What follows belongs to an exercise in optimizing a design on an open flow for small area, a short achievable clock period and few clock cycles per item; a production flow would make more cautious choices.
In this exercise RTL edits were held to simulation tests only and were not proved equivalent to the original.
Power figures rest on the tool's default switching activity, not on a simulated workload.

===== flow/config.mk =====
export PLATFORM = sky130hd
export DESIGN_NAME = cnn_layer_par
export DESIGN_NICKNAME = cnn_layer_par
export VERILOG_FILES = /design/flow/design.v
export SDC_FILE = /design/flow/constraint.sdc
export NUM_CORES = 4
export LEC_CHECK = 0
export CAP_MARGIN = 20
export CORE_MARGIN = 2
export CORE_UTILIZATION = 55
export CTS_CLUSTER_DIAMETER = 60
export CTS_CLUSTER_SIZE = 30
export SLEW_MARGIN = 20

===== flow/constraint.sdc =====
create_clock -name core_clock -period 11.0 [get_ports {clk}]
set_input_delay 2.2000 -clock core_clock [delete_from_list [all_inputs] [get_ports {clk}]]
set_output_delay 2.2000 -clock core_clock [all_outputs]
set_load 0.01 [all_outputs]

===== flow/design.v =====
package cnn_pkg;
  localparam int ACC_W = 35;
  function automatic logic [15:0] sat_relu(input logic [ACC_W-1:0] acc,
                                           input logic relu);
    logic hi_ones, hi_zeros;
    logic [15:0] r;
    hi_ones  = &acc[ACC_W-1:23];
    hi_zeros = ~|acc[ACC_W-1:23];
    if (hi_ones || hi_zeros) r = acc[23:8];
    else if (acc[ACC_W-1]) r = 16'h8000;
    else r = 16'h7fff;
    if (relu && acc[ACC_W-1]) r = 16'h0000;
    sat_relu = r;
  endfunction
  function automatic logic [15:0] sat_relu_cs(input logic [ACC_W-1:0] s,
                                              input logic [ACC_W-1:0] c,
                                              input logic [ACC_W-1:0] v,
                                              input logic relu);
    localparam int N = ACC_W - 23;
    logic [N-1:0] a, b, x;
    logic ok0, ok1, cin, fits, neg;
    logic [15:0] r;
    a = s[ACC_W-1:23];
    b = c[ACC_W-1:23];
    x = a ^ b;
    ok0 = 1'b1;
    ok1 = 1'b1;
    for (int i = 0; i < N - 1; i++) begin
      ok0 = ok0 & (x[i+1] == (a[i] | b[i]));
      ok1 = ok1 & (x[i+1] != (a[i] & b[i]));
    end
    cin  = v[23] ^ x[0];
    fits = (ok0 & (x[0] == cin)) | (ok1 & (x[0] != cin));
    neg  = v[ACC_W-1];
    if (fits) r = v[23:8];
    else if (neg) r = 16'h8000;
    else r = 16'h7fff;
    if (relu && neg) r = 16'h0000;
    sat_relu_cs = r;
  endfunction
endpackage
module cnn_mac_lane (
  input  logic        clk,
  input  logic        clr,      
  input  logic [7:0]  one,      
  input  logic [7:0]  two,      
  input  logic [7:0]  neg,      
  input  logic [7:0]  negv,     
  input  logic [15:0] w,        
  input  logic        relu,
  input  logic        en,
  output logic [15:0] out
);
  logic [34:0] s_q, c_q, s_d, c_d;
  wire pp0_0 = (one[0] & w[0]) ^ neg[0];
  wire pp0_1 = ((one[0] & w[1]) | (two[0] & w[0])) ^ neg[0];
  wire pp0_2 = ((one[0] & w[2]) | (two[0] & w[1])) ^ neg[0];
  wire pp0_3 = ((one[0] & w[3]) | (two[0] & w[2])) ^ neg[0];
  wire pp0_4 = ((one[0] & w[4]) | (two[0] & w[3])) ^ neg[0];
  wire pp0_5 = ((one[0] & w[5]) | (two[0] & w[4])) ^ neg[0];
  wire pp0_6 = ((one[0] & w[6]) | (two[0] & w[5])) ^ neg[0];
  wire pp0_7 = ((one[0] & w[7]) | (two[0] & w[6])) ^ neg[0];
  wire pp0_8 = ((one[0] & w[8]) | (two[0] & w[7])) ^ neg[0];
  wire pp0_9 = ((one[0] & w[9]) | (two[0] & w[8])) ^ neg[0];
  wire pp0_10 = ((one[0] & w[10]) | (two[0] & w[9])) ^ neg[0];
  wire pp0_11 = ((one[0] & w[11]) | (two[0] & w[10])) ^ neg[0];
  wire pp0_12 = ((one[0] & w[12]) | (two[0] & w[11])) ^ neg[0];
  wire pp0_13 = ((one[0] & w[13]) | (two[0] & w[12])) ^ neg[0];
  wire pp0_14 = ((one[0] & w[14]) | (two[0] & w[13])) ^ neg[0];
  wire pp0_15 = ((one[0] & w[15]) | (two[0] & w[14])) ^ neg[0];
  wire pp0_16 = ((one[0] & w[15]) | (two[0] & w[15])) ^ negv[0];
  wire pp1_0 = (one[1] & w[0]) ^ neg[1];
  wire pp1_1 = ((one[1] & w[1]) | (two[1] & w[0])) ^ neg[1];
  wire pp1_2 = ((one[1] & w[2]) | (two[1] & w[1])) ^ neg[1];
  wire pp1_3 = ((one[1] & w[3]) | (two[1] & w[2])) ^ neg[1];
  wire pp1_4 = ((one[1] & w[4]) | (two[1] & w[3])) ^ neg[1];
  wire pp1_5 = ((one[1] & w[5]) | (two[1] & w[4])) ^ neg[1];
  wire pp1_6 = ((one[1] & w[6]) | (two[1] & w[5])) ^ neg[1];
  wire pp1_7 = ((one[1] & w[7]) | (two[1] & w[6])) ^ neg[1];
  wire pp1_8 = ((one[1] & w[8]) | (two[1] & w[7])) ^ neg[1];
  wire pp1_9 = ((one[1] & w[9]) | (two[1] & w[8])) ^ neg[1];
  wire pp1_10 = ((one[1] & w[10]) | (two[1] & w[9])) ^ neg[1];
  wire pp1_11 = ((one[1] & w[11]) | (two[1] & w[10])) ^ neg[1];
  wire pp1_12 = ((one[1] & w[12]) | (two[1] & w[11])) ^ neg[1];
  wire pp1_13 = ((one[1] & w[13]) | (two[1] & w[12])) ^ neg[1];
  wire pp1_14 = ((one[1] & w[14]) | (two[1] & w[13])) ^ neg[1];
  wire pp1_15 = ((one[1] & w[15]) | (two[1] & w[14])) ^ neg[1];
  wire pp1_16 = ((one[1] & w[15]) | (two[1] & w[15])) ^ negv[1];
  wire pp2_0 = (one[2] & w[0]) ^ neg[2];
  wire pp2_1 = ((one[2] & w[1]) | (two[2] & w[0])) ^ neg[2];
  wire pp2_2 = ((one[2] & w[2]) | (two[2] & w[1])) ^ neg[2];
  wire pp2_3 = ((one[2] & w[3]) | (two[2] & w[2])) ^ neg[2];
  wire pp2_4 = ((one[2] & w[4]) | (two[2] & w[3])) ^ neg[2];
  wire pp2_5 = ((one[2] & w[5]) | (two[2] & w[4])) ^ neg[2];
  wire pp2_6 = ((one[2] & w[6]) | (two[2] & w[5])) ^ neg[2];
  wire pp2_7 = ((one[2] & w[7]) | (two[2] & w[6])) ^ neg[2];
  wire pp2_8 = ((one[2] & w[8]) | (two[2] & w[7])) ^ neg[2];
  wire pp2_9 = ((one[2] & w[9]) | (two[2] & w[8])) ^ neg[2];
  wire pp2_10 = ((one[2] & w[10]) | (two[2] & w[9])) ^ neg[2];
  wire pp2_11 = ((one[2] & w[11]) | (two[2] & w[10])) ^ neg[2];
  wire pp2_12 = ((one[2] & w[12]) | (two[2] & w[11])) ^ neg[2];
  wire pp2_13 = ((one[2] & w[13]) | (two[2] & w[12])) ^ neg[2];
  wire pp2_14 = ((one[2] & w[14]) | (two[2] & w[13])) ^ neg[2];
  wire pp2_15 = ((one[2] & w[15]) | (two[2] & w[14])) ^ neg[2];
  wire pp2_16 = ((one[2] & w[15]) | (two[2] & w[15])) ^ negv[2];
  wire pp3_0 = (one[3] & w[0]) ^ neg[3];
  wire pp3_1 = ((one[3] & w[1]) | (two[3] & w[0])) ^ neg[3];
  wire pp3_2 = ((one[3] & w[2]) | (two[3] & w[1])) ^ neg[3];
  wire pp3_3 = ((one[3] & w[3]) | (two[3] & w[2])) ^ neg[3];
  wire pp3_4 = ((one[3] & w[4]) | (two[3] & w[3])) ^ neg[3];
  wire pp3_5 = ((one[3] & w[5]) | (two[3] & w[4])) ^ neg[3];
  wire pp3_6 = ((one[3] & w[6]) | (two[3] & w[5])) ^ neg[3];
  wire pp3_7 = ((one[3] & w[7]) | (two[3] & w[6])) ^ neg[3];
  wire pp3_8 = ((one[3] & w[8]) | (two[3] & w[7])) ^ neg[3];
  wire pp3_9 = ((one[3] & w[9]) | (two[3] & w[8])) ^ neg[3];
  wire pp3_10 = ((one[3] & w[10]) | (two[3] & w[9])) ^ neg[3];
  wire pp3_11 = ((one[3] & w[11]) | (two[3] & w[10])) ^ neg[3];
  wire pp3_12 = ((one[3] & w[12]) | (two[3] & w[11])) ^ neg[3];
  wire pp3_13 = ((one[3] & w[13]) | (two[3] & w[12])) ^ neg[3];
  wire pp3_14 = ((one[3] & w[14]) | (two[3] & w[13])) ^ neg[3];
  wire pp3_15 = ((one[3] & w[15]) | (two[3] & w[14])) ^ neg[3];
  wire pp3_16 = ((one[3] & w[15]) | (two[3] & w[15])) ^ negv[3];
  wire pp4_0 = (one[4] & w[0]) ^ neg[4];
  wire pp4_1 = ((one[4] & w[1]) | (two[4] & w[0])) ^ neg[4];
  wire pp4_2 = ((one[4] & w[2]) | (two[4] & w[1])) ^ neg[4];
  wire pp4_3 = ((one[4] & w[3]) | (two[4] & w[2])) ^ neg[4];
  wire pp4_4 = ((one[4] & w[4]) | (two[4] & w[3])) ^ neg[4];
  wire pp4_5 = ((one[4] & w[5]) | (two[4] & w[4])) ^ neg[4];
  wire pp4_6 = ((one[4] & w[6]) | (two[4] & w[5])) ^ neg[4];
  wire pp4_7 = ((one[4] & w[7]) | (two[4] & w[6])) ^ neg[4];
  wire pp4_8 = ((one[4] & w[8]) | (two[4] & w[7])) ^ neg[4];
  wire pp4_9 = ((one[4] & w[9]) | (two[4] & w[8])) ^ neg[4];
  wire pp4_10 = ((one[4] & w[10]) | (two[4] & w[9])) ^ neg[4];
  wire pp4_11 = ((one[4] & w[11]) | (two[4] & w[10])) ^ neg[4];
  wire pp4_12 = ((one[4] & w[12]) | (two[4] & w[11])) ^ neg[4];
  wire pp4_13 = ((one[4] & w[13]) | (two[4] & w[12])) ^ neg[4];
  wire pp4_14 = ((one[4] & w[14]) | (two[4] & w[13])) ^ neg[4];
  wire pp4_15 = ((one[4] & w[15]) | (two[4] & w[14])) ^ neg[4];
  wire pp4_16 = ((one[4] & w[15]) | (two[4] & w[15])) ^ negv[4];
  wire pp5_0 = (one[5] & w[0]) ^ neg[5];
  wire pp5_1 = ((one[5] & w[1]) | (two[5] & w[0])) ^ neg[5];
  wire pp5_2 = ((one[5] & w[2]) | (two[5] & w[1])) ^ neg[5];
  wire pp5_3 = ((one[5] & w[3]) | (two[5] & w[2])) ^ neg[5];
  wire pp5_4 = ((one[5] & w[4]) | (two[5] & w[3])) ^ neg[5];
  wire pp5_5 = ((one[5] & w[5]) | (two[5] & w[4])) ^ neg[5];
  wire pp5_6 = ((one[5] & w[6]) | (two[5] & w[5])) ^ neg[5];
  wire pp5_7 = ((one[5] & w[7]) | (two[5] & w[6])) ^ neg[5];
  wire pp5_8 = ((one[5] & w[8]) | (two[5] & w[7])) ^ neg[5];
  wire pp5_9 = ((one[5] & w[9]) | (two[5] & w[8])) ^ neg[5];
  wire pp5_10 = ((one[5] & w[10]) | (two[5] & w[9])) ^ neg[5];
  wire pp5_11 = ((one[5] & w[11]) | (two[5] & w[10])) ^ neg[5];
  wire pp5_12 = ((one[5] & w[12]) | (two[5] & w[11])) ^ neg[5];
  wire pp5_13 = ((one[5] & w[13]) | (two[5] & w[12])) ^ neg[5];
  wire pp5_14 = ((one[5] & w[14]) | (two[5] & w[13])) ^ neg[5];
  wire pp5_15 = ((one[5] & w[15]) | (two[5] & w[14])) ^ neg[5];
  wire pp5_16 = ((one[5] & w[15]) | (two[5] & w[15])) ^ negv[5];
  wire pp6_0 = (one[6] & w[0]) ^ neg[6];
  wire pp6_1 = ((one[6] & w[1]) | (two[6] & w[0])) ^ neg[6];
  wire pp6_2 = ((one[6] & w[2]) | (two[6] & w[1])) ^ neg[6];
  wire pp6_3 = ((one[6] & w[3]) | (two[6] & w[2])) ^ neg[6];
  wire pp6_4 = ((one[6] & w[4]) | (two[6] & w[3])) ^ neg[6];
  wire pp6_5 = ((one[6] & w[5]) | (two[6] & w[4])) ^ neg[6];
  wire pp6_6 = ((one[6] & w[6]) | (two[6] & w[5])) ^ neg[6];
  wire pp6_7 = ((one[6] & w[7]) | (two[6] & w[6])) ^ neg[6];
  wire pp6_8 = ((one[6] & w[8]) | (two[6] & w[7])) ^ neg[6];
  wire pp6_9 = ((one[6] & w[9]) | (two[6] & w[8])) ^ neg[6];
  wire pp6_10 = ((one[6] & w[10]) | (two[6] & w[9])) ^ neg[6];
  wire pp6_11 = ((one[6] & w[11]) | (two[6] & w[10])) ^ neg[6];
  wire pp6_12 = ((one[6] & w[12]) | (two[6] & w[11])) ^ neg[6];
  wire pp6_13 = ((one[6] & w[13]) | (two[6] & w[12])) ^ neg[6];
  wire pp6_14 = ((one[6] & w[14]) | (two[6] & w[13])) ^ neg[6];
  wire pp6_15 = ((one[6] & w[15]) | (two[6] & w[14])) ^ neg[6];
  wire pp6_16 = ((one[6] & w[15]) | (two[6] & w[15])) ^ negv[6];
  wire pp7_0 = (one[7] & w[0]) ^ neg[7];
  wire pp7_1 = ((one[7] & w[1]) | (two[7] & w[0])) ^ neg[7];
  wire pp7_2 = ((one[7] & w[2]) | (two[7] & w[1])) ^ neg[7];
  wire pp7_3 = ((one[7] & w[3]) | (two[7] & w[2])) ^ neg[7];
  wire pp7_4 = ((one[7] & w[4]) | (two[7] & w[3])) ^ neg[7];
  wire pp7_5 = ((one[7] & w[5]) | (two[7] & w[4])) ^ neg[7];
  wire pp7_6 = ((one[7] & w[6]) | (two[7] & w[5])) ^ neg[7];
  wire pp7_7 = ((one[7] & w[7]) | (two[7] & w[6])) ^ neg[7];
  wire pp7_8 = ((one[7] & w[8]) | (two[7] & w[7])) ^ neg[7];
  wire pp7_9 = ((one[7] & w[9]) | (two[7] & w[8])) ^ neg[7];
  wire pp7_10 = ((one[7] & w[10]) | (two[7] & w[9])) ^ neg[7];
  wire pp7_11 = ((one[7] & w[11]) | (two[7] & w[10])) ^ neg[7];
  wire pp7_12 = ((one[7] & w[12]) | (two[7] & w[11])) ^ neg[7];
  wire pp7_13 = ((one[7] & w[13]) | (two[7] & w[12])) ^ neg[7];
  wire pp7_14 = ((one[7] & w[14]) | (two[7] & w[13])) ^ neg[7];
  wire pp7_15 = ((one[7] & w[15]) | (two[7] & w[14])) ^ neg[7];
  wire pp7_16 = ((one[7] & w[15]) | (two[7] & w[15])) ^ negv[7];
  wire hs0, hc0;
  assign {hc0, hs0} = {1'b0, s_q[12]} + {1'b0, c_q[12]};
  wire hs1, hc1;
  assign {hc1, hs1} = {1'b0, s_q[13]} + {1'b0, c_q[13]};
  wire fs0, fc0;
  assign {fc0, fs0} = {1'b0, s_q[14]} + {1'b0, c_q[14]} + {1'b0, neg[7]};
  wire hs2, hc2;
  assign {hc2, hs2} = {1'b0, pp0_14} + {1'b0, pp1_12};
  wire fs1, fc1;
  assign {fc1, fs1} = {1'b0, s_q[15]} + {1'b0, c_q[15]} + {1'b0, pp0_15};
  wire hs3, hc3;
  assign {hc3, hs3} = {1'b0, pp1_13} + {1'b0, pp2_11};
  wire fs2, fc2;
  assign {fc2, fs2} = {1'b0, s_q[16]} + {1'b0, c_q[16]} + {1'b0, pp0_16};
  wire hs4, hc4;
  assign {hc4, hs4} = {1'b0, pp1_14} + {1'b0, pp2_12};
  wire fs3, fc3;
  assign {fc3, fs3} = {1'b0, s_q[17]} + {1'b0, c_q[17]} + {1'b0, pp1_15};
  wire hs5, hc5;
  assign {hc5, hs5} = {1'b0, s_q[18]} + {1'b0, c_q[18]};
  wire hs6, hc6;
  assign {hc6, hs6} = {1'b0, s_q[6]} + {1'b0, c_q[6]};
  wire hs7, hc7;
  assign {hc7, hs7} = {1'b0, s_q[7]} + {1'b0, c_q[7]};
  wire fs4, fc4;
  assign {fc4, fs4} = {1'b0, s_q[8]} + {1'b0, c_q[8]} + {1'b0, neg[4]};
  wire hs8, hc8;
  assign {hc8, hs8} = {1'b0, pp0_8} + {1'b0, pp1_6};
  wire fs5, fc5;
  assign {fc5, fs5} = {1'b0, s_q[9]} + {1'b0, c_q[9]} + {1'b0, pp0_9};
  wire hs9, hc9;
  assign {hc9, hs9} = {1'b0, pp1_7} + {1'b0, pp2_5};
  wire fs6, fc6;
  assign {fc6, fs6} = {1'b0, s_q[10]} + {1'b0, c_q[10]} + {1'b0, neg[5]};
  wire fs7, fc7;
  assign {fc7, fs7} = {1'b0, pp0_10} + {1'b0, pp1_8} + {1'b0, pp2_6};
  wire hs10, hc10;
  assign {hc10, hs10} = {1'b0, pp3_4} + {1'b0, pp4_2};
  wire fs8, fc8;
  assign {fc8, fs8} = {1'b0, s_q[11]} + {1'b0, c_q[11]} + {1'b0, pp0_11};
  wire fs9, fc9;
  assign {fc9, fs9} = {1'b0, pp1_9} + {1'b0, pp2_7} + {1'b0, pp3_5};
  wire hs11, hc11;
  assign {hc11, hs11} = {1'b0, pp4_3} + {1'b0, pp5_1};
  wire fs10, fc10;
  assign {fc10, fs10} = {1'b0, neg[6]} + {1'b0, hs0} + {1'b0, pp0_12};
  wire fs11, fc11;
  assign {fc11, fs11} = {1'b0, pp1_10} + {1'b0, pp2_8} + {1'b0, pp3_6};
  wire fs12, fc12;
  assign {fc12, fs12} = {1'b0, pp4_4} + {1'b0, pp5_2} + {1'b0, pp6_0};
  wire fs13, fc13;
  assign {fc13, fs13} = {1'b0, hc0} + {1'b0, hs1} + {1'b0, pp0_13};
  wire fs14, fc14;
  assign {fc14, fs14} = {1'b0, pp1_11} + {1'b0, pp2_9} + {1'b0, pp3_7};
  wire fs15, fc15;
  assign {fc15, fs15} = {1'b0, pp4_5} + {1'b0, pp5_3} + {1'b0, pp6_1};
  wire fs16, fc16;
  assign {fc16, fs16} = {1'b0, hc1} + {1'b0, fs0} + {1'b0, pp2_10};
  wire fs17, fc17;
  assign {fc17, fs17} = {1'b0, pp3_8} + {1'b0, pp4_6} + {1'b0, pp5_4};
  wire fs18, fc18;
  assign {fc18, fs18} = {1'b0, pp6_2} + {1'b0, pp7_0} + {1'b0, hs2};
  wire fs19, fc19;
  assign {fc19, fs19} = {1'b0, fc0} + {1'b0, pp3_9} + {1'b0, pp4_7};
  wire fs20, fc20;
  assign {fc20, fs20} = {1'b0, pp5_5} + {1'b0, pp6_3} + {1'b0, pp7_1};
  wire fs21, fc21;
  assign {fc21, fs21} = {1'b0, hc2} + {1'b0, hs3} + {1'b0, fs1};
  wire fs22, fc22;
  assign {fc22, fs22} = {1'b0, pp3_10} + {1'b0, pp4_8} + {1'b0, pp5_6};
  wire fs23, fc23;
  assign {fc23, fs23} = {1'b0, pp6_4} + {1'b0, pp7_2} + {1'b0, hc3};
  wire fs24, fc24;
  assign {fc24, fs24} = {1'b0, hs4} + {1'b0, fc1} + {1'b0, fs2};
  wire fs25, fc25;
  assign {fc25, fs25} = {1'b0, pp2_13} + {1'b0, pp3_11} + {1'b0, pp4_9};
  wire fs26, fc26;
  assign {fc26, fs26} = {1'b0, pp5_7} + {1'b0, pp6_5} + {1'b0, pp7_3};
  wire fs27, fc27;
  assign {fc27, fs27} = {1'b0, hc4} + {1'b0, fc2} + {1'b0, fs3};
  wire fs28, fc28;
  assign {fc28, fs28} = {1'b0, hs5} + {1'b0, pp1_16} + {1'b0, pp2_14};
  wire fs29, fc29;
  assign {fc29, fs29} = {1'b0, pp3_12} + {1'b0, pp4_10} + {1'b0, pp5_8};
  wire fs30, fc30;
  assign {fc30, fs30} = {1'b0, pp6_6} + {1'b0, pp7_4} + {1'b0, fc3};
  wire fs31, fc31;
  assign {fc31, fs31} = {1'b0, s_q[19]} + {1'b0, c_q[19]} + {1'b0, hc5};
  wire fs32, fc32;
  assign {fc32, fs32} = {1'b0, pp2_15} + {1'b0, pp3_13} + {1'b0, pp4_11};
  wire fs33, fc33;
  assign {fc33, fs33} = {1'b0, pp5_9} + {1'b0, pp6_7} + {1'b0, pp7_5};
  wire fs34, fc34;
  assign {fc34, fs34} = {1'b0, s_q[20]} + {1'b0, c_q[20]} + {1'b0, pp2_16};
  wire fs35, fc35;
  assign {fc35, fs35} = {1'b0, pp3_14} + {1'b0, pp4_12} + {1'b0, pp5_10};
  wire hs12, hc12;
  assign {hc12, hs12} = {1'b0, pp6_8} + {1'b0, pp7_6};
  wire fs36, fc36;
  assign {fc36, fs36} = {1'b0, s_q[21]} + {1'b0, c_q[21]} + {1'b0, pp3_15};
  wire fs37, fc37;
  assign {fc37, fs37} = {1'b0, pp4_13} + {1'b0, pp5_11} + {1'b0, pp6_9};
  wire fs38, fc38;
  assign {fc38, fs38} = {1'b0, s_q[22]} + {1'b0, c_q[22]} + {1'b0, pp3_16};
  wire hs13, hc13;
  assign {hc13, hs13} = {1'b0, pp4_14} + {1'b0, pp5_12};
  wire fs39, fc39;
  assign {fc39, fs39} = {1'b0, s_q[23]} + {1'b0, c_q[23]} + {1'b0, pp4_15};
  wire hs14, hc14;
  assign {hc14, hs14} = {1'b0, s_q[24]} + {1'b0, c_q[24]};
  wire hs15, hc15;
  assign {hc15, hs15} = {1'b0, s_q[2]} + {1'b0, c_q[2]};
  wire hs16, hc16;
  assign {hc16, hs16} = {1'b0, s_q[3]} + {1'b0, c_q[3]};
  wire fs40, fc40;
  assign {fc40, fs40} = {1'b0, s_q[4]} + {1'b0, c_q[4]} + {1'b0, neg[2]};
  wire hs17, hc17;
  assign {hc17, hs17} = {1'b0, pp0_4} + {1'b0, pp1_2};
  wire fs41, fc41;
  assign {fc41, fs41} = {1'b0, s_q[5]} + {1'b0, c_q[5]} + {1'b0, pp0_5};
  wire hs18, hc18;
  assign {hc18, hs18} = {1'b0, pp1_3} + {1'b0, pp2_1};
  wire fs42, fc42;
  assign {fc42, fs42} = {1'b0, neg[3]} + {1'b0, hs6} + {1'b0, pp0_6};
  wire fs43, fc43;
  assign {fc43, fs43} = {1'b0, pp1_4} + {1'b0, pp2_2} + {1'b0, pp3_0};
  wire fs44, fc44;
  assign {fc44, fs44} = {1'b0, hc6} + {1'b0, hs7} + {1'b0, pp0_7};
  wire fs45, fc45;
  assign {fc45, fs45} = {1'b0, pp1_5} + {1'b0, pp2_3} + {1'b0, pp3_1};
  wire fs46, fc46;
  assign {fc46, fs46} = {1'b0, hc7} + {1'b0, fs4} + {1'b0, pp2_4};
  wire fs47, fc47;
  assign {fc47, fs47} = {1'b0, pp3_2} + {1'b0, pp4_0} + {1'b0, hs8};
  wire fs48, fc48;
  assign {fc48, fs48} = {1'b0, fc4} + {1'b0, pp3_3} + {1'b0, pp4_1};
  wire fs49, fc49;
  assign {fc49, fs49} = {1'b0, hc8} + {1'b0, hs9} + {1'b0, fs5};
  wire fs50, fc50;
  assign {fc50, fs50} = {1'b0, fs6} + {1'b0, pp5_0} + {1'b0, hc9};
  wire fs51, fc51;
  assign {fc51, fs51} = {1'b0, hs10} + {1'b0, fc5} + {1'b0, fs7};
  wire fs52, fc52;
  assign {fc52, fs52} = {1'b0, fc6} + {1'b0, hc10} + {1'b0, hs11};
  wire fs53, fc53;
  assign {fc53, fs53} = {1'b0, fc7} + {1'b0, fs8} + {1'b0, fs9};
  wire fs54, fc54;
  assign {fc54, fs54} = {1'b0, hc11} + {1'b0, fc8} + {1'b0, fc9};
  wire fs55, fc55;
  assign {fc55, fs55} = {1'b0, fs10} + {1'b0, fs11} + {1'b0, fs12};
  wire fs56, fc56;
  assign {fc56, fs56} = {1'b0, fc10} + {1'b0, fc11} + {1'b0, fc12};
  wire fs57, fc57;
  assign {fc57, fs57} = {1'b0, fs13} + {1'b0, fs14} + {1'b0, fs15};
  wire fs58, fc58;
  assign {fc58, fs58} = {1'b0, fc13} + {1'b0, fc14} + {1'b0, fc15};
  wire fs59, fc59;
  assign {fc59, fs59} = {1'b0, fs16} + {1'b0, fs17} + {1'b0, fs18};
  wire fs60, fc60;
  assign {fc60, fs60} = {1'b0, fc16} + {1'b0, fc17} + {1'b0, fs19};
  wire fs61, fc61;
  assign {fc61, fs61} = {1'b0, fs20} + {1'b0, fc18} + {1'b0, fs21};
  wire fs62, fc62;
  assign {fc62, fs62} = {1'b0, fc19} + {1'b0, fc20} + {1'b0, fs22};
  wire fs63, fc63;
  assign {fc63, fs63} = {1'b0, fs23} + {1'b0, fc21} + {1'b0, fs24};
  wire fs64, fc64;
  assign {fc64, fs64} = {1'b0, fc22} + {1'b0, fs25} + {1'b0, fs26};
  wire fs65, fc65;
  assign {fc65, fs65} = {1'b0, fc23} + {1'b0, fc24} + {1'b0, fs27};
  wire fs66, fc66;
  assign {fc66, fs66} = {1'b0, fc25} + {1'b0, fc26} + {1'b0, fs28};
  wire fs67, fc67;
  assign {fc67, fs67} = {1'b0, fs29} + {1'b0, fs30} + {1'b0, fc27};
  wire fs68, fc68;
  assign {fc68, fs68} = {1'b0, fs31} + {1'b0, fc28} + {1'b0, fc29};
  wire fs69, fc69;
  assign {fc69, fs69} = {1'b0, fs32} + {1'b0, fs33} + {1'b0, fc30};
  wire fs70, fc70;
  assign {fc70, fs70} = {1'b0, fc31} + {1'b0, hs12} + {1'b0, fc32};
  wire fs71, fc71;
  assign {fc71, fs71} = {1'b0, fc33} + {1'b0, fs34} + {1'b0, fs35};
  wire fs72, fc72;
  assign {fc72, fs72} = {1'b0, pp7_7} + {1'b0, hc12} + {1'b0, fc34};
  wire fs73, fc73;
  assign {fc73, fs73} = {1'b0, fc35} + {1'b0, fs36} + {1'b0, fs37};
  wire fs74, fc74;
  assign {fc74, fs74} = {1'b0, pp6_10} + {1'b0, pp7_8} + {1'b0, hs13};
  wire fs75, fc75;
  assign {fc75, fs75} = {1'b0, fc36} + {1'b0, fc37} + {1'b0, fs38};
  wire fs76, fc76;
  assign {fc76, fs76} = {1'b0, pp5_13} + {1'b0, pp6_11} + {1'b0, pp7_9};
  wire fs77, fc77;
  assign {fc77, fs77} = {1'b0, hc13} + {1'b0, fc38} + {1'b0, fs39};
  wire fs78, fc78;
  assign {fc78, fs78} = {1'b0, hs14} + {1'b0, pp4_16} + {1'b0, pp5_14};
  wire fs79, fc79;
  assign {fc79, fs79} = {1'b0, pp6_12} + {1'b0, pp7_10} + {1'b0, fc39};
  wire fs80, fc80;
  assign {fc80, fs80} = {1'b0, s_q[25]} + {1'b0, c_q[25]} + {1'b0, hc14};
  wire fs81, fc81;
  assign {fc81, fs81} = {1'b0, pp5_15} + {1'b0, pp6_13} + {1'b0, pp7_11};
  wire fs82, fc82;
  assign {fc82, fs82} = {1'b0, s_q[26]} + {1'b0, c_q[26]} + {1'b0, pp5_16};
  wire hs19, hc19;
  assign {hc19, hs19} = {1'b0, pp6_14} + {1'b0, pp7_12};
  wire fs83, fc83;
  assign {fc83, fs83} = {1'b0, s_q[27]} + {1'b0, c_q[27]} + {1'b0, pp6_15};
  wire hs20, hc20;
  assign {hc20, hs20} = {1'b0, s_q[28]} + {1'b0, c_q[28]};
  wire hs21, hc21;
  assign {hc21, hs21} = {1'b0, s_q[0]} + {1'b0, c_q[0]};
  wire hs22, hc22;
  assign {hc22, hs22} = {1'b0, s_q[1]} + {1'b0, c_q[1]};
  wire fs84, fc84;
  assign {fc84, fs84} = {1'b0, neg[1]} + {1'b0, hs15} + {1'b0, pp0_2};
  wire fs85, fc85;
  assign {fc85, fs85} = {1'b0, hc15} + {1'b0, hs16} + {1'b0, pp0_3};
  wire fs86, fc86;
  assign {fc86, fs86} = {1'b0, hc16} + {1'b0, fs40} + {1'b0, pp2_0};
  wire fs87, fc87;
  assign {fc87, fs87} = {1'b0, fc40} + {1'b0, hc17} + {1'b0, hs18};
  wire fs88, fc88;
  assign {fc88, fs88} = {1'b0, hc18} + {1'b0, fc41} + {1'b0, fs42};
  wire fs89, fc89;
  assign {fc89, fs89} = {1'b0, fc42} + {1'b0, fc43} + {1'b0, fs44};
  wire fs90, fc90;
  assign {fc90, fs90} = {1'b0, fc44} + {1'b0, fc45} + {1'b0, fs46};
  wire fs91, fc91;
  assign {fc91, fs91} = {1'b0, fc46} + {1'b0, fs48} + {1'b0, fc47};
  wire fs92, fc92;
  assign {fc92, fs92} = {1'b0, fc48} + {1'b0, fs50} + {1'b0, fc49};
  wire fs93, fc93;
  assign {fc93, fs93} = {1'b0, fc50} + {1'b0, fs52} + {1'b0, fc51};
  wire fs94, fc94;
  assign {fc94, fs94} = {1'b0, fc52} + {1'b0, fs54} + {1'b0, fc53};
  wire fs95, fc95;
  assign {fc95, fs95} = {1'b0, fc54} + {1'b0, fs56} + {1'b0, fc55};
  wire fs96, fc96;
  assign {fc96, fs96} = {1'b0, fc56} + {1'b0, fs58} + {1'b0, fc57};
  wire fs97, fc97;
  assign {fc97, fs97} = {1'b0, fc58} + {1'b0, fs60} + {1'b0, fc59};
  wire fs98, fc98;
  assign {fc98, fs98} = {1'b0, fc60} + {1'b0, fs62} + {1'b0, fc61};
  wire fs99, fc99;
  assign {fc99, fs99} = {1'b0, fc62} + {1'b0, fs64} + {1'b0, fc63};
  wire fs100, fc100;
  assign {fc100, fs100} = {1'b0, fc64} + {1'b0, fs66} + {1'b0, fc65};
  wire fs101, fc101;
  assign {fc101, fs101} = {1'b0, fs68} + {1'b0, fc66} + {1'b0, fc67};
  wire fs102, fc102;
  assign {fc102, fs102} = {1'b0, fc68} + {1'b0, fs70} + {1'b0, fs71};
  wire fs103, fc103;
  assign {fc103, fs103} = {1'b0, fc70} + {1'b0, fs72} + {1'b0, fc71};
  wire fs104, fc104;
  assign {fc104, fs104} = {1'b0, fs74} + {1'b0, fc72} + {1'b0, fc73};
  wire fs105, fc105;
  assign {fc105, fs105} = {1'b0, fs76} + {1'b0, fc74} + {1'b0, fc75};
  wire fs106, fc106;
  assign {fc106, fs106} = {1'b0, fc76} + {1'b0, fs78} + {1'b0, fs79};
  wire fs107, fc107;
  assign {fc107, fs107} = {1'b0, fs80} + {1'b0, fc78} + {1'b0, fs81};
  wire fs108, fc108;
  assign {fc108, fs108} = {1'b0, fc80} + {1'b0, hs19} + {1'b0, fc81};
  wire fs109, fc109;
  assign {fc109, fs109} = {1'b0, pp7_13} + {1'b0, hc19} + {1'b0, fc82};
  wire fs110, fc110;
  assign {fc110, fs110} = {1'b0, hs20} + {1'b0, pp6_16} + {1'b0, pp7_14};
  wire fs111, fc111;
  assign {fc111, fs111} = {1'b0, s_q[29]} + {1'b0, c_q[29]} + {1'b0, hc20};
  wire hs23, hc23;
  assign {hc23, hs23} = {1'b0, s_q[30]} + {1'b0, c_q[30]};
  wire hs24, hc24;
  assign {hc24, hs24} = {1'b0, neg[0]} + {1'b0, hs21};
  wire fs112, fc112;
  assign {fc112, fs112} = {1'b0, hc21} + {1'b0, hs22} + {1'b0, pp0_1};
  wire fs113, fc113;
  assign {fc113, fs113} = {1'b0, hc22} + {1'b0, pp1_0} + {1'b0, fs84};
  wire fs114, fc114;
  assign {fc114, fs114} = {1'b0, pp1_1} + {1'b0, fc84} + {1'b0, fs85};
  wire fs115, fc115;
  assign {fc115, fs115} = {1'b0, hs17} + {1'b0, fc85} + {1'b0, fs86};
  wire fs116, fc116;
  assign {fc116, fs116} = {1'b0, fc86} + {1'b0, fs41} + {1'b0, fs87};
  wire fs117, fc117;
  assign {fc117, fs117} = {1'b0, fs43} + {1'b0, fc87} + {1'b0, fs88};
  wire fs118, fc118;
  assign {fc118, fs118} = {1'b0, fs45} + {1'b0, fc88} + {1'b0, fs89};
  wire fs119, fc119;
  assign {fc119, fs119} = {1'b0, fs47} + {1'b0, fc89} + {1'b0, fs90};
  wire fs120, fc120;
  assign {fc120, fs120} = {1'b0, fc90} + {1'b0, fs49} + {1'b0, fs91};
  wire fs121, fc121;
  assign {fc121, fs121} = {1'b0, fs51} + {1'b0, fc91} + {1'b0, fs92};
  wire fs122, fc122;
  assign {fc122, fs122} = {1'b0, fs53} + {1'b0, fc92} + {1'b0, fs93};
  wire fs123, fc123;
  assign {fc123, fs123} = {1'b0, fs55} + {1'b0, fc93} + {1'b0, fs94};
  wire fs124, fc124;
  assign {fc124, fs124} = {1'b0, fs57} + {1'b0, fc94} + {1'b0, fs95};
  wire fs125, fc125;
  assign {fc125, fs125} = {1'b0, fs59} + {1'b0, fc95} + {1'b0, fs96};
  wire fs126, fc126;
  assign {fc126, fs126} = {1'b0, fc96} + {1'b0, fs61} + {1'b0, fs97};
  wire fs127, fc127;
  assign {fc127, fs127} = {1'b0, fs63} + {1'b0, fc97} + {1'b0, fs98};
  wire fs128, fc128;
  assign {fc128, fs128} = {1'b0, fs65} + {1'b0, fc98} + {1'b0, fs99};
  wire fs129, fc129;
  assign {fc129, fs129} = {1'b0, fs67} + {1'b0, fc99} + {1'b0, fs100};
  wire fs130, fc130;
  assign {fc130, fs130} = {1'b0, fs69} + {1'b0, fc100} + {1'b0, fs101};
  wire fs131, fc131;
  assign {fc131, fs131} = {1'b0, fc69} + {1'b0, fs102} + {1'b0, fc101};
  wire fs132, fc132;
  assign {fc132, fs132} = {1'b0, fs73} + {1'b0, fc102} + {1'b0, fs103};
  wire fs133, fc133;
  assign {fc133, fs133} = {1'b0, fs75} + {1'b0, fc103} + {1'b0, fs104};
  wire fs134, fc134;
  assign {fc134, fs134} = {1'b0, fs77} + {1'b0, fc104} + {1'b0, fs105};
  wire fs135, fc135;
  assign {fc135, fs135} = {1'b0, fc77} + {1'b0, fc105} + {1'b0, fs106};
  wire fs136, fc136;
  assign {fc136, fs136} = {1'b0, fc79} + {1'b0, fs107} + {1'b0, fc106};
  wire fs137, fc137;
  assign {fc137, fs137} = {1'b0, fs82} + {1'b0, fs108} + {1'b0, fc107};
  wire fs138, fc138;
  assign {fc138, fs138} = {1'b0, fs83} + {1'b0, fc108} + {1'b0, fs109};
  wire fs139, fc139;
  assign {fc139, fs139} = {1'b0, fc83} + {1'b0, fs110} + {1'b0, fc109};
  wire fs140, fc140;
  assign {fc140, fs140} = {1'b0, fs111} + {1'b0, pp7_15} + {1'b0, fc110};
  wire fs141, fc141;
  assign {fc141, fs141} = {1'b0, hs23} + {1'b0, fc111} + {1'b0, pp7_16};
  wire fs142, fc142;
  assign {fc142, fs142} = {1'b0, s_q[31]} + {1'b0, c_q[31]} + {1'b0, hc23};
  wire hs25, hc25;
  assign {hc25, hs25} = {1'b0, s_q[32]} + {1'b0, c_q[32]};
  wire hs26, hc26;
  assign {hc26, hs26} = {1'b0, s_q[33]} + {1'b0, c_q[33]};
  wire hs27, hc27;
  assign {hc27, hs27} = {1'b0, s_q[34]} + {1'b0, c_q[34]};
  assign s_d = {hc26, hc25, hs25, fs142, fs141, fs140, fc138, fc137, fs137, fc135, fc134, fc133, fc132, fs132, fc130, fc129, fc128, fc127, fc126, fc125, fc124, fc123, fc122, fc121, fc120, fc119, fc118, fc117, fc116, fc115, fc114, fc113, fc112, hc24, hs24};
  assign c_d = {hs27, hs26, fc142, fc141, fc140, fc139, fs139, fs138, fc136, fs136, fs135, fs134, fs133, fc131, fs131, fs130, fs129, fs128, fs127, fs126, fs125, fs124, fs123, fs122, fs121, fs120, fs119, fs118, fs117, fs116, fs115, fs114, fs113, fs112, pp0_0};
  always_ff @(posedge clk) begin
    if (clr) begin
      s_q <= 35'h500030080;   
      c_q <= '0;
    end else begin
      s_q <= s_d;
      c_q <= c_d;
    end
  end
  logic [34:0] v;
  logic [15:0] res;
  assign v = s_q + c_q;
  always_comb begin
    res = cnn_pkg::sat_relu_cs(s_q, c_q, v, relu);
    if (!en) res = '0;
  end
  always_ff @(posedge clk) out <= res;
endmodule
module cnn_layer_par (
  input  logic         clk,
  input  logic         reset,
  input  logic         start,
  input  logic [3:0]   ch_en,
  input  logic         relu_en,
  input  logic         wt_we,
  input  logic [1:0]   wt_ch,
  input  logic [0:0]   wt_w,
  input  logic [3:0]   wt_tap,
  input  logic [15:0]  wt_data,
  input  logic         in_valid,
  output logic         in_ready,
  input  logic [63:0]  in_data,
  output logic [127:0] out_data,
  output logic [3:0]   finished
);
  logic       busy_q;      
  logic [8:0] tap_q;       
  logic       rdy_q;
  logic [3:0] en_q, fin_q;
  logic       relu_q;
  logic       first_q;     
  logic       p1_q;        
  logic       p2_q;        
  logic       clr_q;       
  logic       go, hs;
  assign go = start & ~busy_q;
  assign hs = in_valid & rdy_q & (busy_q | start);
  always_ff @(posedge clk) begin
    if (reset) begin
      busy_q  <= 1'b0;
      tap_q   <= 9'd1;
      rdy_q   <= 1'b1;
      en_q    <= '0;
      relu_q  <= 1'b0;
      fin_q   <= '0;
      first_q <= 1'b0;
      p1_q    <= 1'b0;
      p2_q    <= 1'b0;
      clr_q   <= 1'b1;
    end else begin
      clr_q   <= p2_q;
      first_q <= hs & tap_q[0];
      p1_q    <= hs & tap_q[8];
      p2_q    <= p1_q;
      if (go) begin
        busy_q <= 1'b1;
        en_q   <= ch_en;
        relu_q <= relu_en;
        fin_q  <= '0;
      end else if (p2_q) begin
        busy_q <= 1'b0;
        fin_q  <= '1;
      end else if (busy_q) begin
        fin_q  <= fin_q | ~en_q;    
      end
      if (p2_q) begin
        tap_q <= 9'd1;
        rdy_q <= 1'b1;
      end else if (hs) begin
        tap_q <= tap_q << 1;
        rdy_q <= ~tap_q[8];
      end
    end
  end
  logic [15:0] wt_q [72];
  logic        wv_q;         
  logic        wclr_q;       
  logic [2:0]  wl_q;         
  logic [8:0]  wt1_q;        
  logic [15:0] wd_q;         
  logic        wt_ok;
  assign wt_ok = wt_we & ~busy_q & (wt_tap < 4'd9);
  always_ff @(posedge clk) begin
    wclr_q <= reset;
    wv_q   <= ~reset & wt_ok;
    wl_q   <= {wt_ch, wt_w};
    wd_q   <= wt_data;
    for (int t = 0; t < 9; t++) wt1_q[t] <= (wt_tap == 4'(t));
  end
  for (genvar i = 0; i < 72; i++) begin : g_wt
    localparam int L = i / 9;
    localparam int T = i % 9;
    wire wen = wclr_q | (wv_q && wl_q == 3'(L) && wt1_q[T]);
    always_ff @(posedge clk) begin
      if (wen) wt_q[i] <= wclr_q ? 16'd0 : wd_q;
    end
  end
  logic [7:0]  one_q [4];
  logic [7:0]  two_q [4];
  logic [7:0]  neg_q [4];
  logic [7:0]  negv_q [4];
  logic [15:0] w_q   [8];
  for (genvar c = 0; c < 4; c++) begin : g_enc
    logic [16:0] xe;
    logic [7:0] one_d, two_d, neg_d, negv_d;
    assign xe = {in_data[16*c +: 16], 1'b0};
    always_comb begin
      for (int j = 0; j < 8; j++) begin
        one_d[j] = hs & (xe[2*j+1] ^ xe[2*j]);
        two_d[j] = hs & ((xe[2*j+2] & ~xe[2*j+1] & ~xe[2*j]) | (~xe[2*j+2] & xe[2*j+1] & xe[2*j]));
        neg_d[j] = hs & xe[2*j+2];
        negv_d[j] = hs & ~xe[2*j+2];
      end
    end
    always_ff @(posedge clk) begin
      one_q[c] <= one_d;
      two_q[c] <= two_d;
      neg_q[c] <= neg_d;
      negv_q[c] <= negv_d;
    end
  end
  for (genvar l = 0; l < 8; l++) begin : g_wsel
    logic [15:0] ws;
    always_comb begin
      ws = '0;
      for (int t = 0; t < 9; t++) begin
        ws = ws | (wt_q[l*9 + t] & {16{tap_q[t]}});
      end
    end
    wire hit = wclr_q | (wv_q && wl_q == 3'(l) && |(wt1_q & tap_q));
    always_ff @(posedge clk) w_q[l] <= hit ? (wclr_q ? 16'd0 : wd_q) : ws;
  end
  for (genvar l = 0; l < 8; l++) begin : g_lane
    cnn_mac_lane u_lane (
      .clk   (clk),
      .clr (go),
      .one   (one_q[l/2]),
      .two   (two_q[l/2]),
      .neg   (neg_q[l/2]),
      .negv  (negv_q[l/2]),
      .w     (w_q[l]),
      .relu  (relu_q),
      .en    (en_q[l/2]),
      .out   (out_data[16*l +: 16])
    );
  end
  assign in_ready = rdy_q;
  assign finished = fin_q;
endmodule

===== flow/flow/run.sh =====
#!/bin/bash
set -euo pipefail
MARGIN=${MARGIN:-7.5}
bash standard.sh SETUP_SLACK_MARGIN=$MARGIN \
  "BUFFER_PORTS_ARGS=-buffer_cell sky130_fd_sc_hd__buf_4" finish > standard_flow.log 2>&1

===== flow/standard.sh =====
#!/bin/bash
# synth_recipe.tcl (not shown) runs the flow's synth.tcl, then flattens the netlist and writes it again
# the make line also repeats each setting of config.mk as NAME=value (left out here)
make -C /OpenROAD-flow-scripts/flow DESIGN_CONFIG=/design/flow/config.mk WORK_HOME=/design/flow/orfs CLKGATE_MAP_FILE= SYNTH_SCRIPT=/design/flow/synth_recipe.tcl "${@:-finish}"

==> impl_metrics.tcl, run 1 <==
set metrics [dict create \
    avgSynthCellArea_um2 11.3 \
    clock.fmax_mhz 279 \
    cts_buffers 168 \
    yosysMostFrequentCell "inv_1" \
    fin_nets 13000 \
    ys_ff_latch 2148 \
    crit_arrival_ns 1.38 \
    crit_buf_inv 1 \
    cts.sinks 2148 \
    min_path_type "register to register" \
    htree_levels 4 \
    coreArea_mm2 0.235 \
    globalRoute.totalOverflow 0 \
    status "no timing/DRC/antenna violations" \
    period_minus_slack_ns 3.58 \
    io_pins 230 \
    cp-start-kind "register" \
    synthTopCellsByArea "edfxtp_1, fa_1, dfxtp_1, a22oi_1, xor2_1" \
    hold_buffers 0 \
    setup-tns-final_ns 0 \
    num_rows 178 \
    hold_violations 0 \
    pre_cts_ws_ns 5.85 \
    cp_slowest_cell "dfxtp_4" \
    ant_nets 0 \
    dr.pass1.iters 9 \
    syn-num-nets 13200 \
    timing.rr.start "w_q[7][14]" \
    synthCells 11500 \
    report.final.slew_viol_count 0 \
    antenna_found_initial 15 \
    yosysSeqAreaShare 0.420 \
    gp_congestion 0.918 \
    p_leak_nw 54.9 \
    r2r_end "g_lane[7].u_lane.c_q[16]" \
    seq_area_mm2 0.0552 \
    cpPeakStageDelay_ns 0.40 \
    vias 88900 \
    rsz0062_at_grt "yes" \
    wirelength_mm 392 \
    r2r_setup_slack_ns 7.49 \
    worst-path-max-fanout 2 \
    area_growth_pct 11.4 \
    setup_viol 0 \
    dp_hpwl_mm 244 \
    crit_path_end "finished[3]" \
    cp.depth 1 \
    die_h_um 490 \
    clk_pin_slew_ns 0.10 \
    dieArea_mm2 0.240 \
    tightest_slew_ns 1.15 \
    cp_cell_sequence "buf_6" \
    synth_warnings 14 \
    cts_tree "done" \
    setup_slack_ns 7.42 \
    cellPowerDensity_mw_per_mm2 215 \
    drt-initial-drc-count 9778 \
    critPathKind "register to primary output" \
    insertion_delay_ns 0.90 \
    grt_pass1_wl_mm 584 \
    synthesis.area_mm2 0.130 \
    drive_gt1_frac 0.130 \
    end_kind "primary output" \
    vdd_drop_max_mv 0.171 \
    synth_top_area_frac 0.267 \
    start_util 0.552 \
    synth_cell_types 97 \
    grt_usage 0.325 \
    yosys.area.top_type "edfxtp_1" \
    cts-root-buf "clkbuf_16" \
    n_fill_cell 18800 \
    synth_flop_cell "edfxtp_1" \
    crit_family "flip-flops" \
    routedWlPerCell_um 26.9 \
    drc 0 \
    maxCapViolations 0 \
    slew_headroom 0.230 \
    fin_skew_ns 0.0630 \
    avgViaCountPerCell 6.10 \
    die_w_um 490 \
    grt_max_degree 159 \
    fin_crit_sh 0.326 \
    grt_pass1_vias 90000 \
    yosys-top-cells-count "inv_1, a22oi_1, fa_1" \
    reg2regPathDepth 10 \
    crit_required_ns 8.80 \
    synth_edf_count 1152 \
    port_buffers 229 \
    crit_start "fin_q[3]" \
    multi_input_area_mm2 0.0678 \
    max-clock-path-buffers 3 \
    async_flop_share 0 \
]
==> report_power, final <==
| part | total, mW | switching, mW | internal (mW) |
|---|---|---|---|
| Clock | 6.83 | 3.49 | 3.35 |
| Sequential | 10.7 | 0.941 | 9.78 |
| Combinational | 13.5 | 7.69 | 5.85 |
| Total | 31.1 | 12.1 | 19.0 |
==> kinds of logic (layout without fill, tap and decap cells) <==
kind of cell	count (synthesis)	in the layout	share of synthesized area
flops	2148	2148	0.420
xor+xnor	1381	1381	0.0934
compound gates	2375	2375	0.134
buf+inv	2217	2150	0.0646
other cells	0	8	0
simple gates	1706	1708	0.0624
mux	13	13	0.00122
fa+ha+maj	1625	1625	0.224
==> final cells by class <==
class                      instances  area share
multi-input combinational       7102       0.470
sequential                      2148       0.382
timing repair buffer             558      0.0433
inverter                        1280      0.0335
clock buffer                     183      0.0303
tap                             3150      0.0273
clock inverter                   129      0.0133
antenna                            8    0.000139
==> worst min path at each step <==
stage,endpoint,cells after the start,from
2_1_floorplan,p2_q,1,p1_q
3_3_place_gp,p2_q,1,p1_q
3_5_place_dp,p2_q,1,p1_q
4_1_cts,p2_q,1,p1_q
5_1_grt,p2_q,1,p1_q
6_report,p2_q,1,p1_q
==> through the flow <==
step           utilization  hold slack, ns  area [µm²]  total power [mW]  instances
2_1_floorplan            -           0.414      130000              20.4      11500
3_3_place_gp         0.568           0.419      133000              23.7      14100
3_5_place_dp         0.568           0.430      133000              24.0      14100
4_1_cts              0.608           0.461      143000              31.1      14500
5_1_grt              0.615           0.485      144000              33.7      14600
6_report             0.615           0.460      144000              31.1      14600
==> per-layer routing <==
metal | GRT usage | vias to the layer above | routed length, µm
li1 | - | 38700 | -
met1 | 0.467 | 45100 | 164000
met2 | 0.495 | 4392 | 176000
met3 | 0.0672 | 648 | 39700
met4 | 0.102 | 6 | 12700
met5 | 0 | - | 74
==> registers in the layout (all words and copies together) (netlist names), 16 cells and up <==
signal and flops:
wd_q 16, wt_q 1152, g_lane.u_lane.c_q 280, w_q 128, neg_q 32, two_q 32
negv_q 32, one_q 32, g_lane.u_lane.s_q 280, g_lane.u_lane.out 128
==> cell usage in the layout (no fill, tap or decap), types with 208 or more instances in the layout <==
master,netlist,layout
a22oi_1,1220,1176
dfxtp_1,996,667
inv_1,1270,1239
nand2_1,313,306
xor2_1,693,678
dfxtp_2,0,208
buf_4,5,285
edfxtp_1,1152,1152
ha_1,464,464
xnor2_1,686,671
fa_1,1161,1108
and2_1,317,316
a21oi_1,250,249
nor2_1,639,637
==> timing repair <==
item,in CTS,in global routing
endpoints found under the setup margin,698,534
buffers inserted,89,66
gates resized for setup,677,285
gates cloned,20,2
pin swaps,83,180
Testbench counts, summed over its fixed seeds: cycles 2,816, passes 256.
==> run 2: changes to the inputs <==
--- a/flow/design.v
+++ b/flow/design.v
@@ -619,22 +619,13 @@
   logic [15:0] wt_q [72];
-  logic        wv_q;         
-  logic        wclr_q;       
-  logic [2:0]  wl_q;         
-  logic [8:0]  wt1_q;        
-  logic [15:0] wd_q;         
+  logic [15:0] wdat;
   logic        wt_ok;
   assign wt_ok = wt_we & ~busy_q & (wt_tap < 4'd9);
-  always_ff @(posedge clk) begin
-    wclr_q <= reset;
-    wv_q   <= ~reset & wt_ok;
-    wl_q   <= {wt_ch, wt_w};
-    wd_q   <= wt_data;
-    for (int t = 0; t < 9; t++) wt1_q[t] <= (wt_tap == 4'(t));
-  end
+  assign wdat  = reset ? 16'd0 : wt_data;
   for (genvar i = 0; i < 72; i++) begin : g_wt
-    localparam int L = i / 9;
+    localparam int C = i / 18;
+    localparam int W = (i / 9) % 2;
     localparam int T = i % 9;
-    wire wen = wclr_q | (wv_q && wl_q == 3'(L) && wt1_q[T]);
+    wire wen = reset | (wt_ok && wt_ch == C && wt_w == W && wt_tap == T);
     always_ff @(posedge clk) begin
-      if (wen) wt_q[i] <= wclr_q ? 16'd0 : wd_q;
+      if (wen) wt_q[i] <= wdat;
     end
@@ -673,4 +664,3 @@
     end
-    wire hit = wclr_q | (wv_q && wl_q == 3'(l) && |(wt1_q & tap_q));
-    always_ff @(posedge clk) w_q[l] <= hit ? (wclr_q ? 16'd0 : wd_q) : ws;
+    always_ff @(posedge clk) w_q[l] <= ws;
   end
==> run 2 against run 1 <==
  * Via count decreased by 3.7%
  * Combinational power increased by 14%
  * Global-route usage decreased by 1.8 points
  * Critical endpoint is now wt_q[7][7]
  * Critical path type is now primary input to register
  * Critical path depth increased by 4
  * Still clean on timing, DRC and antenna
  * Non-clock buffer count decreased by 5
  * Sequential power about the same
  * Register-to-register slack about the same
  * Largest cell class unchanged
==> impl_metrics.tcl, run 2 <==
set metrics [dict create \
    setup_viol 0 \
    worst_hold_slack_ns 0.441 \
    top_regs "wt_q x1152, g_lane.u_lane.c_q x280, g_lane.u_lane.s_q x280" \
    fin_skew_ns 0.0587 \
    ys_ff_latch 2118 \
    synth-simple-area-share 0.0602 \
    final_common_cell "inv_1" \
    n_fill_cell 18300 \
    avgViaCountPerCell 6.06 \
    layout_common_cells "inv_1, edfxtp_1, fa_1" \
    cp-start-kind "primary input" \
    synth-adder-area-share 0.228 \
    critPathKind "primary input to register" \
    grt_pass1_vias 88500 \
    yosysSeqAreaShare 0.423 \
    ant_nets 0 \
    synth_flop_cell "edfxtp_1" \
    num_rows 176 \
    status "no timing/DRC/antenna violations" \
    drt-initial-drc-count 9347 \
    cp_cell_sequence "buf_4, nand2b_1, nor2_1, buf_4, a21o_4" \
    die_w_um 486 \
    port_buffers 229 \
    cts_buffers 159 \
    synth_warnings 14 \
    drc 0 \
    yosys.area.top_type "edfxtp_1" \
    report.final.slew_viol_count 0 \
    cpPeakStageDelay_ns 0.86 \
    start_util 0.554 \
    async_flop_share 0 \
    crit_arrival_ns 4.11 \
    antenna_found_initial 13 \
    coreArea_mm2 0.230 \
    end_kind "register" \
    max-clock-path-buffers 3 \
    grt_max_degree 94 \
    cts.sinks 2118 \
    io_pins 230 \
    cts_tree "done" \
    vdd_drop_max_mv 0.136 \
    hold_buffers 0 \
    finalPower_mw 32.8 \
    gp_congestion 0.871 \
    tightest_slew_ns 1.16 \
    cp_slowest_cell "nor2_1" \
    synth_edf_count 1152 \
    cellPowerDensity_mw_per_mm2 229 \
    die_h_um 486 \
    synth-compound-area-share 0.131 \
    crit_required_ns 11.54 \
    wirelength_mm 364 \
    cp_common_cell "buf_4" \
    grt_usage 0.306 \
    yosys-mux-area-fraction 0.000598 \
    dp_hpwl_mm 231 \
    crit_buf_inv 2 \
    hold_violations 0 \
    dr.pass1.iters 9 \
    rsz0062_at_grt "yes" \
    insertion_delay_ns 0.88 \
    synthesis.area_mm2 0.128 \
    area_growth_pct 12.0 \
    yosys-top-cells-count "inv_1, fa_1, edfxtp_1" \
    yosysMostFrequentCell "inv_1" \
    routedWlPerCell_um 25.8 \
    drive_gt1_frac 0.136 \
    grt_pass1_wl_mm 552 \
    period_minus_slack_ns 3.57 \
    synth_top_area_frac 0.271 \
    synthCells 11100 \
    synth_top_family_by_area "adder cells" \
    setup-tns-final_ns 0 \
    htree_levels 4 \
    synthTopCellsByArea "edfxtp_1, fa_1, dfxtp_1, a22oi_1, xnor2_1" \
    dieArea_mm2 0.236 \
    globalRoute.totalOverflow 0 \
    clock.fmax_mhz 280 \
    worst-path-max-fanout 16 \
    seq_area_mm2 0.0546 \
    synth_cell_types 90 \
    fin_crit_sh 0.324 \
    maxCapViolations 0 \
    regMostFlops "wt_q" \
    largest_register_ffs 1152 \
    multi_input_area_mm2 0.0672 \
    avgSynthCellArea_um2 11.5 \
    synth-xor-area-share 0.0943 \
    fin_nets 12700 \
    min_path_type "register to register" \
    slew_headroom 0.229 \
    vias 85600 \
    clk_pin_slew_ns 0.08 \
    p_leak_nw 54.5 \
    crit_family "simple AND/OR/NAND/NOR gates" \
    cts-root-buf "clkbuf_16" \
    syn-num-nets 12800 \
]
-- run 2: cell count changes after synthesis, sizes merged, moves of 55 or more --
cell / before / now
xor2: 695 / 632
nor2: 639 / 484
a211oi: 165 / 22
xnor2: 686 / 741
a22oi: 1220 / 1090
a22o: 1 / 129
-- run 2: cells by family (layout without fill, tap and decap cells) --
| family | after synthesis | count (layout) |
|---|---|---|
| muxes | 7 | 7 |
| adders and majority gates | 1624 | 1624 |
| AOI/OAI and AO/OA | 2257 | 2258 |
| and+or+nand+nor | 1576 | 1576 |
| other | 0 | 9 |
| xor gates and xnor gates | 1373 | 1373 |
| buffers and inverters | 2159 | 2139 |
| DFF | 2118 | 2118 |
-- run 2: metrics by stage --
stage / utilization / instance area [µm²] / worst slack, ns / std cells
2_1_floorplan: - / 128000 / 6.75 / 11100
3_3_place_gp: 0.571 / 131000 / 5.82 / 13600
3_5_place_dp: 0.571 / 131000 / 5.91 / 13600
4_1_cts: 0.613 / 141000 / 7.39 / 14100
5_1_grt: 0.620 / 143000 / 7.38 / 14100
6_report: 0.620 / 143000 / 7.43 / 14100
-- run 2: layout make-up --
cell class              count  area share
repair buffers            553      0.0449
multi-input cells        6838       0.471
flip-flops and latches   2118       0.382
clock buffers             188      0.0306
diodes                      9    0.000158
well taps                3026      0.0265
inverters                1293      0.0344
clock inverters           105      0.0110
-- run 2: path summary, 6_finish.rpt --
kind | start | endpoint | slack [ns] | cells after the start
max | wt_tap[3] | wt_q[7][7] | 7.43 | 5
min | p1_q | p2_q | 0.44 | 1
max reg2reg | one_q[1][0] | g_lane[3].u_lane.c_q[16] | 7.48 | 11
min reg2reg | p1_q | p2_q | 0.44 | 1
-- run 2: repair_timing --
action,in CTS,in global routing
setup endpoints to repair,2063,1448
setup buffers,124,52
resized for setup,696,267
gates cloned,16,3
pin swaps,112,168
-- run 2: report_power, final --
group          switching (mW)  total, mW  internal [mW]
logic                    8.54       15.4           6.81
clock network            3.30       6.53           3.24
registers                1.10       10.9           9.78
-- run 2: worst register-to-register path, stage by stage (launching register included) --
cell	delay (ns)
dfxtp_4	0.36
buf_12	0.14
buf_8	0.13
a22oi_2	0.18
xor2_1	0.23
fa_1	0.47
fa_2	0.44
fa_2	0.37
inv_2	0.07
fa_2	0.45
fa_2	0.52
and2_1	0.11
-- run 2: per-layer routing --
metal | routed length [µm] | vias up | part of all wire | track usage
li1 | - | 37600 | - | -
met1 | 154000 | 43600 | 0.42 | 0.431
met2 | 170000 | 3781 | 0.47 | 0.490
met3 | 29000 | 620 | 0.080 | 0.0503
met4 | 11200 | 0 | 0.031 | 0.0926
met5 | 0 | - | 0 | 0
Testbench counts of run 2, summed over its fixed seeds: cycles 2,816, passes 256.
==> run 3: changes to the inputs <==
==> flow/flow/run.sh (replaced) <==
#!/bin/bash
set -euo pipefail
MARGIN=${MARGIN:-7.5}
bash standard.sh SETUP_SLACK_MARGIN=$MARGIN finish > standard_flow.log 2>&1
==> run 3 against run 2 <==
  * Area after synthesis did not move
  * Die area did not move
  * Flip-flop and latch count did not move
  * Register-to-register slack improved by 0.02 ns
  * Routed wire length rose by 1.2%
  * Combinational power barely moved
  * Synthesized cell count did not move
  * Clock power rose by 3.2%
  * First-iteration DRC count fell by 2.7%
  * Non-clock buffer count rose by 20
  * Via count rose by 0.54%
==> impl_metrics.tcl, run 3 <==
set metrics [dict create \
    status "no timing/DRC/antenna violations" \
    grt_pass1_vias 89000 \
    period_minus_slack_ns 3.57 \
    hold_buffers 0 \
    insertion_delay_ns 0.90 \
    fin_area_mm2 0.143 \
    wirelength_mm 368 \
    placed_area_mm2 0.132 \
    seq_area_mm2 0.0545 \
    syn-num-nets 12800 \
    cellPowerDensity_mw_per_mm2 232 \
    drive_gt1_frac 0.129 \
    io_pins 230 \
    drc 0 \
    setup-tns-final_ns 0 \
    drt-initial-drc-count 9095 \
    worst_hold_slack_ns 0.445 \
    crit_buf_inv 1 \
    fin_skew_ns 0.0578 \
    synth_edf_count 1152 \
    maxCapViolations 0 \
    synth_warnings 14 \
    end_kind "primary output" \
    yosys.area.top_type "edfxtp_1" \
    cts.sinks 2118 \
    cts-root-buf "clkbuf_16" \
    routedWlPerCell_um 26.0 \
    report.final.slew_viol_count 0 \
    min_path_type "register to register" \
    n_fill_cell 18200 \
    synth_flop_cell "edfxtp_1" \
    yosysSeqAreaShare 0.423 \
    rsz0062_at_grt "yes" \
    ant_nets 0 \
    yosysMostFrequentCell "inv_1" \
    area_growth_pct 12.5 \
    clock.fmax_mhz 280 \
    htree_levels 4 \
    yosys-top-cells-count "inv_1, fa_1, edfxtp_1" \
    gp_congestion 0.855 \
    fin_nets 12700 \
    grt_usage 0.310 \
    num_rows 176 \
    top_regs "wt_q x1152, g_lane.u_lane.c_q x280, g_lane.u_lane.s_q x280" \
    hold_violations 0 \
    ys_ff_latch 2118 \
    max-clock-path-buffers 3 \
    synthesis.area_mm2 0.128 \
    multi_input_area_mm2 0.0673 \
    slew_headroom 0.260 \
    setup_slack_ns 7.43 \
    die_w_um 486 \
    worst-path-max-fanout 1 \
    cts_buffers 164 \
    pre_cts_ws_ns 5.39 \
    grt_max_degree 148 \
    final_common_cell "inv_1" \
    cp-start-kind "register" \
    vias 86000 \
    vdd_drop_max_mv 0.185 \
    synth_cell_types 90 \
    die_h_um 486 \
    layout_common_cells "inv_1, edfxtp_1, fa_1" \
    cts_tree "done" \
    cp_slowest_cell "dfxtp_4" \
    largest_register_ffs 1152 \
    clk_pin_slew_ns 0.09 \
    start_util 0.554 \
    synthTopCellsByArea "edfxtp_1, fa_1, dfxtp_1, a22oi_1, xnor2_1" \
    avgSynthCellArea_um2 11.5 \
    p_leak_nw 54.7 \
    cpPeakStageDelay_ns 0.37 \
    utilization 0.623 \
    crit_arrival_ns 1.37 \
    regMostFlops "wt_q" \
    synth_top_area_frac 0.271 \
    dp_hpwl_mm 231 \
    dr.pass1.iters 8 \
    coreArea_mm2 0.230 \
    grt_pass1_wl_mm 559 \
    setup_viol 0 \
    synthCells 11100 \
    dieArea_mm2 0.236 \
    globalRoute.totalOverflow 0 \
    crit_family "flip-flops" \
    fin_crit_sh 0.324 \
    port_buffers 229 \
    tightest_slew_ns 1.11 \
    async_flop_share 0 \
    crit_required_ns 8.80 \
    critPathKind "register to primary output" \
    antenna_found_initial 13 \
    cp_cell_sequence "buf_6" \
    avgViaCountPerCell 6.08 \
]
==> run 3: cell counts after synthesis <==
No cell type changed its count.
==> run 3: path summary, 6_finish.rpt <==
path | slack (ns) | depth (start not counted) | startpoint | to
max | 7.43 | 1 | g_lane[2].u_lane.out[15] | out_data[47]
min reg2reg | 0.44 | 1 | p1_q | p2_q
min | 0.44 | 1 | p1_q | p2_q
max reg2reg | 7.50 | 10 | w_q[6][15] | g_lane[6].u_lane.c_q[16]
==> run 3: logic make-up after synthesis <==
kind of cell	Yosys count	share of synthesized area
buf+inv	2159	0.0639
fa+ha+maj	1624	0.228
mux	7	0.000598
flops	2118	0.423
compound gates	2257	0.131
simple gates	1576	0.0602
xor+xnor	1373	0.0943
==> run 3: metrics by stage <==
step	total power, mW	cells
floorplan	22.0	11100
global placement	25.8	13600
detailed placement	26.1	13600
CTS	33.2	14100
global route	36.2	14200
finish	33.2	14200
==> run 3: layout make-up <==
| type | instances | area share |
|---|---|---|
| Clock inverter | 133 | 0.0138 |
| Timing Repair Buffer | 573 | 0.0473 |
| Sequential cell | 2118 | 0.380 |
| Tap cell | 3026 | 0.0264 |
| Clock buffer | 170 | 0.0291 |
| Antenna cell | 10 | 0.000174 |
| Multi-Input combinational cell | 6840 | 0.469 |
| Inverter | 1293 | 0.0342 |
==> run 3: power breakdown <==
part           switching (mW)  total (mW)  internal [mW]
clock                    3.52        6.74           3.23
sequential               1.10        10.9           9.78
combinational            8.68        15.6           6.92
==> run 3: repair_timing <==
item / in CTS / in global routing
setup buffers: 140 / 53
endpoints found under the hold margin: 0 / 0
gates resized for setup: 1121 / 352
endpoints found under the setup margin: 2239 / 1692
pin swaps: 146 / 180
cloned: 21 / 4
==> run 3: layer usage <==
layer | wire [µm] | vias to the layer above | part of all wire | GRT usage
met5 | 13 | - | 0.000035 | 0
met4 | 13100 | 2 | 0.036 | 0.111
met3 | 30500 | 704 | 0.083 | 0.0509
met2 | 170000 | 3865 | 0.46 | 0.487
met1 | 155000 | 43800 | 0.42 | 0.438
li1 | - | 37700 | - | -

port drivers added, routing unchanged:
The flow's constraints put no driver on any port. The routed layouts listed below were extracted and timed again, unchanged, in two steps.
Step 1: set_driving_cell puts a clkbuf_16 on clk and a buf_2 on each other input, an assumption about the parent block.
Step 2 moves the port delays by t, midway between the first and last clock arrival at a register: inputs arrive t later, outputs are due t later. That takes back most of the time a late clock gives input paths.
a / b / c = no drivers / after step 1 / after step 2; a / b = the first two.
| run | shift t [ns] | slack for setup (ns) | worst data-port slew with drivers (ns) |
|---|---|---|---|
| run 1 | 0.956 | 7.418 / 7.328 / 6.758 | 0.15 |
| run 2 | 0.939 | 7.434 / 7.382 / 6.514 | 0.16 |
| run 3 | 0.952 | 7.433 / 7.343 / 6.521 | 0.19 |
After both steps every run listed still meets setup and hold. The setup slack of run 2, which loses most, moves by -0.052 ns with the drivers and by -0.920 ns with both steps.
